This design comes from an exercise in tuning for small area on the open sky130 flow, not from production work. Only simulation tests tie the RTL to the original design; equivalence was not proved. The clock port is modelled as an ideal driver, which makes a skipped or thinned clock tree look cheaper than it is; a real chip needs a root buffer or a tree. Power figures rest on the tool's default switching activity, not on a simulated workload.

==> module lb_dec64, before the edit <==
module lb_dec64 (
  input  logic        en_i,
  input  logic [5:0]  a_i,
  output logic [63:0] y_o
);
  logic [7:0] lo_n, hi_n;
  for (genvar i = 0; i < 8; i++) begin : g_pre
    lb_nand3 u_lo (.a_i(a_i[2:0] ~^ 3'(7 - i) ^ 3'b111), .y_o(lo_n[i]));
    lb_nand4 u_hi (.a_i({en_i, a_i[5:3] ~^ 3'(7 - i) ^ 3'b111}), .y_o(hi_n[i]));
  end
  for (genvar i = 0; i < 64; i++) begin : g_out
    lb_nor2 u_o (.a_i({hi_n[i / 8], lo_n[i % 8]}), .y_o(y_o[i]));
  end
endmodule
==> module lb_nand22, before the edit <==
module lb_nand22 (
  input  logic [21:0] a_i,
  output logic        y_o
);
  logic [5:0] o;
  logic [2:0] n;
  for (genvar i = 0; i < 5; i++) begin : g_l1
    lb_nand4 u_n (.a_i(a_i[4*i +: 4]), .y_o(o[i]));
  end
  lb_nand2 u_n5 (.a_i(a_i[21:20]), .y_o(o[5]));
  for (genvar i = 0; i < 3; i++) begin : g_l2
    lb_nor2 u_r (.a_i(o[2*i +: 2]), .y_o(n[i]));
  end
  lb_nand3 u_f (.a_i(n), .y_o(y_o));
endmodule
==> module lb_nand2, before the edit <==
module lb_nand2 (input logic [1:0] a_i, output logic y_o);
  assign y_o = ~&a_i;
endmodule
==> module lb_nand3, before the edit <==
module lb_nand3 (input logic [2:0] a_i, output logic y_o);
  assign y_o = ~&a_i;
endmodule
==> module lb_nand4, before the edit <==
module lb_nand4 (input logic [3:0] a_i, output logic y_o);
  assign y_o = ~&a_i;
endmodule
==> module lb_nor2, before the edit <==
module lb_nor2 (input logic [1:0] a_i, output logic y_o);
  assign y_o = ~|a_i;
endmodule
clock: 10.0 ns
lec_check: 0
cap_margin: 0
core_margin: 2
core_utilization: 65
slew_margin: 0
synth_hierarchical: 1
standard.sh (not shown) runs the stock make flow with config.mk's settings and CLKGATE_MAP_FILE= SYNTH_SCRIPT=/design/flow/synth_recipe.tcl, a recipe that flattens the netlist after the stock synthesis.
==> flow/flow/run.sh <==
#!/bin/bash
# Own layout flow: the standard ORFS flow (standard.sh) with two changes:
#  - TritonCTS is replaced by a hand-built clock tree (pre_cts.tcl,
#    lb_clock_tree.tcl): root clkbuf_8 -> mid clkbuf_4 (up to 6 leaves each)
#    -> leaf clkbuf_8 (about 16 flip-flops each);
#  - the port buffers are buf_1 (BUFFER_PORTS_ARGS).
# Make's full output goes to flow_make.log; each ORFS step keeps its own log
# under orfs/logs/.
set -euo pipefail
here=$(cd "$(dirname "${BASH_SOURCE[0]}")" && pwd)
export LB_LEAF_CELL=sky130_fd_sc_hd__clkbuf_8
export LB_MID_CELL=sky130_fd_sc_hd__clkbuf_4
export LB_ROOT_CELL=sky130_fd_sc_hd__clkbuf_8
export LB_CLUSTER=16
export LB_MID_FANOUT=6
bash standard.sh \
  PRE_CTS_TCL="$here/pre_cts.tcl" \
  BUFFER_PORTS_ARGS="-buffer_cell sky130_fd_sc_hd__buf_1" \
  finish > flow_make.log 2>&1
Other scripts of this flow, unchanged in this note and not shown: flow/flow/lb_clock_tree.tcl, flow/flow/pre_cts.tcl
The starting point went through all stages and came out clean.
==> next run, changes <==
--- a/flow/design.v
+++ b/flow/design.v
@@ -121,45 +121,26 @@
 module lb_dec64 (
   input  logic        en_i,
   input  logic [5:0]  a_i,
   output logic [63:0] y_o
 );
-  logic [7:0] lo_n, hi_n;
-  for (genvar i = 0; i < 8; i++) begin : g_pre
-    lb_nand3 u_lo (.a_i(a_i[2:0] ~^ 3'(7 - i) ^ 3'b111), .y_o(lo_n[i]));
-    lb_nand4 u_hi (.a_i({en_i, a_i[5:3] ~^ 3'(7 - i) ^ 3'b111}), .y_o(hi_n[i]));
-  end
-  for (genvar i = 0; i < 64; i++) begin : g_out
-    lb_nor2 u_o (.a_i({hi_n[i / 8], lo_n[i % 8]}), .y_o(y_o[i]));
+  logic [7:0] lo, hi;
+  always_comb begin
+    for (int i = 0; i < 8; i++) begin
+      lo[i] = (a_i[2:0] == 3'(i));
+      hi[i] = (a_i[5:3] == 3'(i)) && en_i;
+    end
+    for (int i = 0; i < 64; i++) begin
+      y_o[i] = hi[i / 8] && lo[i % 8];
+    end
   end
 endmodule
 module lb_nand22 (
   input  logic [21:0] a_i,
   output logic        y_o
 );
-  logic [5:0] o;
-  logic [2:0] n;
-  for (genvar i = 0; i < 5; i++) begin : g_l1
-    lb_nand4 u_n (.a_i(a_i[4*i +: 4]), .y_o(o[i]));
-  end
-  lb_nand2 u_n5 (.a_i(a_i[21:20]), .y_o(o[5]));
-  for (genvar i = 0; i < 3; i++) begin : g_l2
-    lb_nor2 u_r (.a_i(o[2*i +: 2]), .y_o(n[i]));
-  end
-  lb_nand3 u_f (.a_i(n), .y_o(y_o));
-endmodule
-module lb_nand2 (input logic [1:0] a_i, output logic y_o);
   assign y_o = ~&a_i;
-endmodule
-module lb_nand3 (input logic [2:0] a_i, output logic y_o);
-  assign y_o = ~&a_i;
-endmodule
-module lb_nand4 (input logic [3:0] a_i, output logic y_o);
-  assign y_o = ~&a_i;
-endmodule
-module lb_nor2 (input logic [1:0] a_i, output logic y_o);
-  assign y_o = ~|a_i;
 endmodule
 module linebuffer_top (
   input  logic        clk_i,
   input  logic        arst_n_i,
   input  logic [7:0]  data_i,
Cell count fell by 2.3%.
Global-route usage rose by 0.88 points.
Synthesized area rose by 0.87%.
Flip-flop and latch count does not change.
Fmax fell by about 4%.
Sequential share of layout area stays flat.
No run of this note takes its clock network from TritonCTS; it comes from the design's own scripts or RTL.

nickel:
The RTL this note starts from:
==> flow/design.v <==
module linebuffer #(
  parameter int DATA_W     = 8,
  parameter int KERNEL_W   = 3,
  parameter int RESOLUTION = 64
) (
  input  logic              clk_i,
  input  logic              arst_n_i,
  input  logic [DATA_W-1:0] data_i,
  input  logic              wr_valid_i,
  output logic [KERNEL_W-1:0][DATA_W-1:0] data_o,
  input  logic              rd_valid_i
);
  localparam int PTR_W = $clog2(RESOLUTION);
  localparam int NGRP  = (RESOLUTION + 2) / 3;    
  logic [DATA_W-1:0] mem [RESOLUTION];
  logic [PTR_W-1:0]  wr_ptr;
  logic [PTR_W-1:0]  ahead_ptr;    
  logic              wrapped;      
  logic [KERNEL_W-1:0][DATA_W-1:0] win;
  logic [KERNEL_W-1:0][DATA_W-1:0] win_nxt;
  logic [RESOLUTION-1:0] wr_sel;
  lb_dec64 u_wr_dec (
    .en_i (wr_valid_i),
    .a_i  (wr_ptr),
    .y_o  (wr_sel)
  );
  always_ff @(posedge clk_i) begin
    for (int i = 0; i < RESOLUTION; i++) begin
      if (wr_sel[i]) begin
        mem[i] <= data_i;
      end
    end
  end
  always_ff @(posedge clk_i or negedge arst_n_i) begin
    if (!arst_n_i) begin
      wr_ptr  <= '0;
      wrapped <= 1'b0;
    end else if (wr_valid_i) begin
      wr_ptr <= wr_ptr + 1'b1;
      if (&wr_ptr) begin
        wrapped <= 1'b1;
      end
    end
  end
  always_ff @(posedge clk_i or negedge arst_n_i) begin
    if (!arst_n_i) begin
      ahead_ptr <= PTR_W'(KERNEL_W);
    end else if (rd_valid_i) begin
      ahead_ptr <= ahead_ptr + 1'b1;
    end
  end
  logic [PTR_W-1:0] wr_dist;       
  logic [KERNEL_W:0] hit;          
  logic              ahead_valid;
  assign wr_dist = wr_ptr - ahead_ptr;
  always_comb begin
    for (int k = 0; k <= KERNEL_W; k++) begin
      hit[k] = wr_valid_i && (wr_dist == PTR_W'(k - KERNEL_W));
    end
  end
  assign ahead_valid = wrapped || (ahead_ptr < wr_ptr);
  logic [KERNEL_W-1:0] sel_hold, sel_shift, sel_load;
  always_comb begin
    for (int k = 0; k < KERNEL_W; k++) begin
      sel_hold[k]  = !rd_valid_i && !hit[k];
      sel_shift[k] = rd_valid_i && !hit[k+1];
      sel_load[k]  = rd_valid_i ? hit[k+1] : hit[k];
    end
  end
  logic [RESOLUTION-1:0] rd_sel;
  lb_dec64 u_rd_dec (
    .en_i (ahead_valid && sel_shift[KERNEL_W-1]),
    .a_i  (ahead_ptr),
    .y_o  (rd_sel)
  );
  for (genvar b = 0; b < DATA_W; b++) begin : g_bit
    for (genvar k = 0; k < KERNEL_W - 1; k++) begin : g_win
      logic n;
      lb_aoi222 u_aoi (
        .a_i({win[k][b], win[k+1][b], data_i[b]}),
        .b_i({sel_hold[k], sel_shift[k], sel_load[k]}),
        .y_o(n)
      );
      assign win_nxt[k][b] = ~n;
    end
    logic [3*NGRP-1:0] cand, csel;
    logic [NGRP-1:0]   n;
    for (genvar i = 0; i < RESOLUTION; i++) begin : g_cand
      assign cand[i] = mem[i][b];
      assign csel[i] = rd_sel[i];
    end
    assign cand[RESOLUTION]     = win[KERNEL_W-1][b];
    assign csel[RESOLUTION]     = sel_hold[KERNEL_W-1];
    assign cand[RESOLUTION + 1] = data_i[b];
    assign csel[RESOLUTION + 1] = sel_load[KERNEL_W-1];
    for (genvar i = RESOLUTION + 2; i < 3*NGRP; i++) begin : g_pad
      assign cand[i] = 1'b0;
      assign csel[i] = 1'b0;
    end
    for (genvar g = 0; g < NGRP; g++) begin : g_grp
      lb_aoi222 u_aoi (.a_i(cand[3*g +: 3]), .b_i(csel[3*g +: 3]), .y_o(n[g]));
    end
    lb_nand22 u_nand (.a_i(n), .y_o(win_nxt[KERNEL_W-1][b]));
  end
  always_ff @(posedge clk_i or negedge arst_n_i) begin
    if (!arst_n_i) begin
      win <= '0;
    end else begin
      win <= win_nxt;
    end
  end
  assign data_o = win;
endmodule
module lb_aoi222 (
  input  logic [2:0] a_i,
  input  logic [2:0] b_i,
  output logic       y_o
);
  assign y_o = ~|(a_i & b_i);
endmodule
module lb_dec64 (
  input  logic        en_i,
  input  logic [5:0]  a_i,
  output logic [63:0] y_o
);
  logic [7:0] lo, hi;
  always_comb begin
    for (int i = 0; i < 8; i++) begin
      lo[i] = (a_i[2:0] == 3'(i));
      hi[i] = (a_i[5:3] == 3'(i)) && en_i;
    end
    for (int i = 0; i < 64; i++) begin
      y_o[i] = hi[i / 8] && lo[i % 8];
    end
  end
endmodule
module lb_nand22 (
  input  logic [21:0] a_i,
  output logic        y_o
);
  assign y_o = ~&a_i;
endmodule
module linebuffer_top (
  input  logic        clk_i,
  input  logic        arst_n_i,
  input  logic [7:0]  data_i,
  input  logic        wr_valid_i,
  input  logic        rd_valid_i,
  output logic [23:0] data_o
);
  logic [2:0][7:0] win;
  linebuffer #(
    .DATA_W    (8),
    .KERNEL_W  (3),
    .RESOLUTION(64)
  ) u_lb (
    .clk_i     (clk_i),
    .arst_n_i  (arst_n_i),
    .data_i    (data_i),
    .wr_valid_i(wr_valid_i),
    .data_o    (win),
    .rd_valid_i(rd_valid_i)
  );
  assign data_o = win;
endmodule
export LEC_CHECK = 0
export CAP_MARGIN = 0
export CORE_MARGIN = 2
export CORE_UTILIZATION = 65
export SLEW_MARGIN = 0
export SYNTH_HIERARCHICAL = 1
create_clock -name core_clock -period 10.0 [get_ports {clk_i}]
==> flow/flow/run.sh <==
#!/bin/bash
# Own layout flow: the standard ORFS flow (standard.sh) with two changes:
#  - TritonCTS is replaced by a hand-built clock tree (pre_cts.tcl,
#    lb_clock_tree.tcl): root clkbuf_8 -> mid clkbuf_4 (up to 6 leaves each)
#    -> leaf clkbuf_8 (about 18 flip-flops each);
#  - the port buffers are buf_1 (BUFFER_PORTS_ARGS).
# Make's full output goes to flow_make.log; each ORFS step keeps its own log
# under orfs/logs/.
set -euo pipefail
here=$(cd "$(dirname "${BASH_SOURCE[0]}")" && pwd)
export LB_LEAF_CELL=sky130_fd_sc_hd__clkbuf_8
export LB_MID_CELL=sky130_fd_sc_hd__clkbuf_4
export LB_ROOT_CELL=sky130_fd_sc_hd__clkbuf_8
export LB_CLUSTER=18
export LB_MID_FANOUT=6
bash standard.sh \
  PRE_CTS_TCL="$here/pre_cts.tcl" \
  BUFFER_PORTS_ARGS="-buffer_cell sky130_fd_sc_hd__buf_1" \
  finish > flow_make.log 2>&1
Other scripts of this flow, unchanged in this note and not shown: flow/flow/lb_clock_tree.tcl, flow/flow/pre_cts.tcl
Relative to nickel, the following input files were edited for yarrow:
-- flow/design.v --
<<< nickel, line 124
  output logic [63:0] y_o
);
  logic [7:0] lo, hi;
  always_comb begin
    for (int i = 0; i < 8; i++) begin
      lo[i] = (a_i[2:0] == 3'(i));
      hi[i] = (a_i[5:3] == 3'(i)) && en_i;
    end
    for (int i = 0; i < 64; i++) begin
      y_o[i] = hi[i / 8] && lo[i % 8];
    end
  end
endmodule
>>> yarrow, line 124
  output logic [63:0] y_o
);
  logic [7:0] lo_n, hi_n;
  for (genvar i = 0; i < 8; i++) begin : g_pre
    lb_nand3 u_lo (.a_i(a_i[2:0] ~^ 3'(7 - i) ^ 3'b111), .y_o(lo_n[i]));
    lb_nand4 u_hi (.a_i({en_i, a_i[5:3] ~^ 3'(7 - i) ^ 3'b111}), .y_o(hi_n[i]));
  end
  for (genvar i = 0; i < 64; i++) begin : g_out
    lb_nor2 u_o (.a_i({hi_n[i / 8], lo_n[i % 8]}), .y_o(y_o[i]));
  end
endmodule
<<< nickel, line 139
  output logic        y_o
);
  assign y_o = ~&a_i;
endmodule
module linebuffer_top (
>>> yarrow, line 137
  output logic        y_o
);
  logic [5:0] o;
  logic [2:0] n;
  for (genvar i = 0; i < 5; i++) begin : g_l1
    lb_nand4 u_n (.a_i(a_i[4*i +: 4]), .y_o(o[i]));
  end
  lb_nand2 u_n5 (.a_i(a_i[21:20]), .y_o(o[5]));
  for (genvar i = 0; i < 3; i++) begin : g_l2
    lb_nor2 u_r (.a_i(o[2*i +: 2]), .y_o(n[i]));
  end
  lb_nand3 u_f (.a_i(n), .y_o(y_o));
endmodule
module lb_nand2 (input logic [1:0] a_i, output logic y_o);
  assign y_o = ~&a_i;
endmodule
module lb_nand3 (input logic [2:0] a_i, output logic y_o);
  assign y_o = ~&a_i;
endmodule
module lb_nand4 (input logic [3:0] a_i, output logic y_o);
  assign y_o = ~&a_i;
endmodule
module lb_nor2 (input logic [1:0] a_i, output logic y_o);
  assign y_o = ~|a_i;
endmodule
module linebuffer_top (
Notes after the runs:
- No run among yarrow and nickel stopped early or left any final violation; all are clean.
- Side by side, maximum frequency turned out higher in yarrow than in nickel.
- yarrow vs. nickel: via count picked up an extra 123, last weighted congestion value of the routability-driven placer shows a reduction of 0.044.
- In the metrics for yarrow and nickel, the one carrying the lower logic gate share of total power is nickel.
- Synthesized cell count ends up lower on nickel.
- Clock skew is higher on yarrow
- yarrow ended with more core utilization than nickel.
In every run of this note, the design's own scripts or RTL, not TritonCTS, make the clock network.

## static timing again, ports no longer ideal
The flow's constraints put no driver on any port. The routed layouts listed below were extracted and timed again, unchanged, in two steps. Step 1 assumes that a clkbuf_16 drives the clock port and a buf_2 every other input. Step 2 also shifts input and output timing later by t, the mid clock arrival at the registers, as if the neighbouring blocks saw the same clock. Slacks: no drivers / after step 1 / after step 2; pairs: no drivers / after step 1.
run	t, ns	slack for setup (ns)	worst setup path after step 2	cell pins on the clock port's net
the first run of note 1	0.692	4.604 / 4.599 / 3.907	input to register	1
the second run of note 1	0.696	4.375 / 4.398 / 3.702	input to register	1
nickel	0.685	4.413 / 4.434 / 3.749	input to register	1
yarrow	0.709	4.549 / 4.551 / 3.843	input to register	1
After both steps setup and hold are still met in every run listed. The setup slack of yarrow, which loses most, moves by +0.002 ns with the drivers and by -0.706 ns with both steps.
